What follows belongs to an exercise in optimizing a design on an open flow for small area; a production flow would make more cautious choices.
Only simulation tests tie the RTL to the original design; equivalence was not proved.
Power is estimated from default activity; no workload was simulated.

Design ocr_sample_window, start of the top module:
module ocr_sample_window
#(
    parameter int SAMPLE_DIV = ocr_pkg::DEFAULT_SAMPLE_DIV
) (
    input  logic              clk_master,
    input  logic              reset_n,
    input  logic [ocr_pkg::DATA_W-1:0] adc_data_in,
    input  logic [ocr_pkg::DATA_W-1:0] I_p,
    output logic              sample_stb,
    output logic              ms_valid,
    output logic [ocr_pkg::SQ_W-1:0]   ms_out,
    output logic              over_pickup,
    output logic              window_full
    ,
    output logic [ocr_pkg::DATA_W-1:0] peak_out
);
For scale: roughly 86 I/O pins.
==> flow/config.mk <==
export PLATFORM = sky130hd
export DESIGN_NAME = ocr_sample_window
export DESIGN_NICKNAME = ocr_sample_window
export VERILOG_FILES = /design/flow/design.v
export SDC_FILE = /design/flow/constraint.sdc
export NUM_CORES = 4
export LEC_CHECK = 0
export CAP_MARGIN = 20
export CORE_MARGIN = 2
export CORE_UTILIZATION = 60
export PLACE_DENSITY = 0.85
export SLEW_MARGIN = 20
==> flow/constraint.sdc <==
create_clock -name core_clock -period 10.0 [get_ports {clk_master}]
set_input_delay 2.0000 -clock core_clock [delete_from_list [all_inputs] [get_ports {clk_master}]]
set_output_delay 2.0000 -clock core_clock [all_outputs]
set_load 0.01 [all_outputs]
standard.sh (not shown) runs the stock make flow with config.mk's settings and CLKGATE_MAP_FILE= SYNTH_SCRIPT=/design/flow/synth_recipe.tcl, a recipe that flattens the netlist after the stock synthesis.
==> flow/flow/run.sh <==
#!/bin/bash
# Standard synthesis, its combinational logic re-mapped for area, cells
# downsized, single-drive port buffers and a leaner clock tree.
set -e
export BUFFER_PORTS_ARGS="-buffer_cell sky130_fd_sc_hd__buf_1"
export CTS_ARGS="-sink_clustering_enable -repair_clock_nets -buf_list sky130_fd_sc_hd__clkbuf_8 -sink_clustering_size 18 -sink_clustering_max_diameter 70 -dont_use_dummy_load"
bash standard.sh synth > synth.log 2>&1
bash flow/reopt.sh > reopt.log 2>&1
bash standard.sh synth > synth2.log 2>&1
openroad -no_init -exit flow/downsize.tcl > downsize.log 2>&1
bash standard.sh > standard.log 2>&1
==> flow/flow/area.abc <==
&get -n
&st
&dch -f
&nf -R 1000
&st
&dch -f
&nf -R 1000
&st
&dch -f
&nf -R 1000
&put
==> flow/flow/reopt.sh <==
#!/bin/bash
# Re-map the combinational logic of the standard synthesis netlist with an
# area-oriented ABC script. Register cells and their names are kept: the
# flip-flop cells are read as black boxes, everything else is flattened
# into gates and mapped again.
set -euo pipefail
R=orfs/results/sky130hd/ocr_sample_window/base
LIB=$FLOW_HOME/platforms/sky130hd/lib/sky130_fd_sc_hd__tt_025C_1v80.lib
FLOPS=$(grep -o "sky130_fd_sc_hd__[a-z]*df[a-z]*_[0-9]*" $LIB | sort -u | tr '\n' ' ')
DU=$(sed -n '/DONT_USE_CELLS/,/^$/p' $FLOW_HOME/platforms/sky130hd/config.mk | grep -o "sky130_fd_sc_hd__[a-z0-9_]*" | sed 's/^/-dont_use /' | tr '\n' ' ')
cp $R/1_2_yosys.v $R/1_2_yosys_std.v
yosys -q -p "read_liberty -ignore_miss_func $LIB; blackbox $FLOPS; read_verilog $R/1_2_yosys_std.v; hierarchy -top $FLOW_TOP; flatten; opt -purge; abc -liberty $LIB -script flow/area.abc $DU; opt_clean -purge; stat -liberty $LIB; write_verilog -noattr $R/1_2_yosys.v"
rm -f $R/1_synth.odb $R/1_synth.sdc
Other scripts of this flow, unchanged in this note and not shown: flow/flow/downsize.tcl
Edit:
--- a/flow/flow/run.sh
+++ b/flow/flow/run.sh
@@ -6 +6 @@
-export CTS_ARGS="-sink_clustering_enable -repair_clock_nets -buf_list sky130_fd_sc_hd__clkbuf_8 -sink_clustering_size 18 -sink_clustering_max_diameter 70 -dont_use_dummy_load"
+export CTS_ARGS="-sink_clustering_enable -repair_clock_nets -buf_list sky130_fd_sc_hd__clkbuf_4 -sink_clustering_size 11 -sink_clustering_max_diameter 40 -dont_use_dummy_load"
==> flow/flow/area.abc (replaced) <==
strash
dc2
&get -n
&st
&dch -f
&nf -R 1000
&put
--- a/flow/flow/reopt.sh
+++ b/flow/flow/reopt.sh
@@ -4 +4 @@
-# flip-flop cells are read as black boxes, everything else is flattened
+# flip-flop and adder cells are read as black boxes, everything else is flattened
@@ -9 +9,2 @@
-FLOPS=$(grep -o "sky130_fd_sc_hd__[a-z]*df[a-z]*_[0-9]*" $LIB | sort -u | tr '\n' ' ')
+# Registers and the full/half adder cells stay as synthesis mapped them.
+KEEP="$(grep -o "sky130_fd_sc_hd__[a-z]*df[a-z]*_[0-9]*" $LIB | sort -u | tr '\n' ' ') $(grep -o "sky130_fd_sc_hd__[fh]a_[0-9]*" $LIB | sort -u | tr '\n' ' ')"
@@ -12 +13 @@
-yosys -q -p "read_liberty -ignore_miss_func $LIB; blackbox $FLOPS; read_verilog $R/1_2_yosys_std.v; hierarchy -top $FLOW_TOP; flatten; opt -purge; abc -liberty $LIB -script flow/area.abc $DU; opt_clean -purge; stat -liberty $LIB; write_verilog -noattr $R/1_2_yosys.v"
+yosys -q -p "read_liberty -ignore_miss_func $LIB; blackbox $KEEP; read_verilog $R/1_2_yosys_std.v; hierarchy -top $FLOW_TOP; flatten; opt -purge; abc -liberty $LIB -script flow/area.abc $DU; opt_clean -purge; stat -liberty $LIB; write_verilog -noattr $R/1_2_yosys.v"
Effect: Worst setup slack degrades by 1800 ps; cell area came out lower by 0.71%; power came out lower by about 0.8%; wire length came out lower by about 5%; clock power came out lower by about 3%; sequential share of layout area came out higher by 0.50 points; cell count came out lower by 6.6%.
Edit:
==> flow/flow/run.sh (replaced) <==
#!/bin/bash
# Standard layout with single-drive port buffers, a leaner clock tree and
# combinational cells downsized after synthesis.
set -e
export BUFFER_PORTS_ARGS="-buffer_cell sky130_fd_sc_hd__buf_1"
export CTS_ARGS="-sink_clustering_enable -repair_clock_nets -buf_list sky130_fd_sc_hd__clkbuf_8 -sink_clustering_size 18 -sink_clustering_max_diameter 70 -dont_use_dummy_load"
bash standard.sh synth > synth.log 2>&1
openroad -no_init -exit flow/downsize.tcl > downsize.log 2>&1
bash standard.sh > standard.log 2>&1
removed: flow/flow/area.abc
removed: flow/flow/reopt.sh
=>
- hold slack gets better by 23 ps
- wire length rises slightly
- sequential cell count does not change
- cell count came out lower slightly
- power is higher slightly
Edit:
==> flow/flow/run.sh (replaced) <==
#!/bin/bash
# Standard synthesis, its combinational logic re-mapped for area, cells
# downsized, single-drive port buffers and a leaner clock tree.
set -e
export BUFFER_PORTS_ARGS="-buffer_cell sky130_fd_sc_hd__buf_1"
export CTS_ARGS="-sink_clustering_enable -repair_clock_nets -buf_list sky130_fd_sc_hd__clkbuf_4 -sink_clustering_size 14 -sink_clustering_max_diameter 35 -dont_use_dummy_load"
bash standard.sh synth > synth.log 2>&1
bash flow/reopt.sh > reopt.log 2>&1
bash standard.sh synth > synth2.log 2>&1
openroad -no_init -exit flow/downsize.tcl > downsize.log 2>&1
bash standard.sh > standard.log 2>&1
==> flow/flow/area.abc (new file) <==
strash
dc2
&get -n
&st
&dch -f
&nf -R 1000
&put
==> flow/flow/reopt.sh (new file) <==
#!/bin/bash
# Re-map the combinational logic of the standard synthesis netlist with an
# area-oriented ABC script. Register cells and their names are kept: the
# flip-flop and adder cells are read as black boxes, everything else is flattened
# into gates and mapped again.
set -euo pipefail
R=orfs/results/sky130hd/ocr_sample_window/base
LIB=$FLOW_HOME/platforms/sky130hd/lib/sky130_fd_sc_hd__tt_025C_1v80.lib
# Registers and the full/half adder cells stay as synthesis mapped them.
KEEP="$(grep -o "sky130_fd_sc_hd__[a-z]*df[a-z]*_[0-9]*" $LIB | sort -u | tr '\n' ' ') $(grep -o "sky130_fd_sc_hd__[fh]a_[0-9]*" $LIB | sort -u | tr '\n' ' ')"
DU=$(sed -n '/DONT_USE_CELLS/,/^$/p' $FLOW_HOME/platforms/sky130hd/config.mk | grep -o "sky130_fd_sc_hd__[a-z0-9_]*" | sed 's/^/-dont_use /' | tr '\n' ' ')
cp $R/1_2_yosys.v $R/1_2_yosys_std.v
yosys -q -p "read_liberty -ignore_miss_func $LIB; blackbox $KEEP; read_verilog $R/1_2_yosys_std.v; hierarchy -top $FLOW_TOP; flatten; opt -purge; abc -liberty $LIB -script flow/area.abc $DU; opt_clean -purge; stat -liberty $LIB; write_verilog -noattr $R/1_2_yosys.v"
rm -f $R/1_synth.odb $R/1_synth.sdc
CORE_UTILIZATION = 75   (was 60)
PLACE_DENSITY = 0.92   (was 0.85)
- With this change the flow failed in 3_5_place_dp
- synthesized cell count goes down by a few percent
- synthesized area goes down by a few percent
Edit:
--- a/flow/flow/run.sh
+++ b/flow/flow/run.sh
@@ -6 +6 @@
-export CTS_ARGS="-sink_clustering_enable -repair_clock_nets -buf_list sky130_fd_sc_hd__clkbuf_4 -sink_clustering_size 14 -sink_clustering_max_diameter 35 -dont_use_dummy_load"
+export CTS_ARGS="-sink_clustering_enable -repair_clock_nets -buf_list sky130_fd_sc_hd__clkbuf_8 -sink_clustering_size 18 -sink_clustering_max_diameter 70 -dont_use_dummy_load"
CORE_UTILIZATION = 60   (was 75)
PLACE_DENSITY = 0.85   (was 0.92)
Effect:
- This time the run went through all stages and came out clean
- area after synthesis is unchanged
- synthesized cell count does not change
Edit:
--- a/flow/flow/run.sh
+++ b/flow/flow/run.sh
@@ -6 +6 @@
-export CTS_ARGS="-sink_clustering_enable -repair_clock_nets -buf_list sky130_fd_sc_hd__clkbuf_8 -sink_clustering_size 18 -sink_clustering_max_diameter 70 -dont_use_dummy_load"
+export CTS_ARGS="-sink_clustering_enable -repair_clock_nets -buf_list sky130_fd_sc_hd__clkbuf_4 -sink_clustering_size 12 -sink_clustering_max_diameter 40 -dont_use_dummy_load"
CORE_UTILIZATION = 75   (was 60)
PLACE_DENSITY = 0.92   (was 0.85)
Effect:
- The new run aborted during 3_5_place_dp
- synthesized cell count does not change
- synthesized area is unchanged

-- static timing again, ports no longer ideal --
The results above use ideal ports. As a check the final layouts listed here were re-extracted and re-timed, cells and wires unchanged. Step 1 assumes that a clkbuf_16 drives the clock port and a buf_2 every other input. Step 2, shift: input delay + t, output delay - t, t = (earliest + latest rising clock arrival at the registers) / 2. This alone moves slack from input paths to output paths. Three values: no drivers, after step 1, after step 2; two values: the first two.
| run | t, ns | setup slack, ns | worst slew at a driven data input, ns |
|---|---|---|---|
| the first run | 0.567 | 2.864 / 2.880 / 2.313 | 0.04 |
| the second run | 0.661 | 1.054 / 1.068 / 0.406 | 0.05 |
| the third run | 0.573 | 0.806 / 0.806 / 0.418 | 0.04 |
| the fifth run | 0.567 | 0.970 / 0.986 / 0.419 | 0.05 |
After both steps setup and hold are still met in every run listed. For the second run, which loses most, drivers alone change the setup slack by +0.014 ns; drivers and shift together by -0.648 ns.
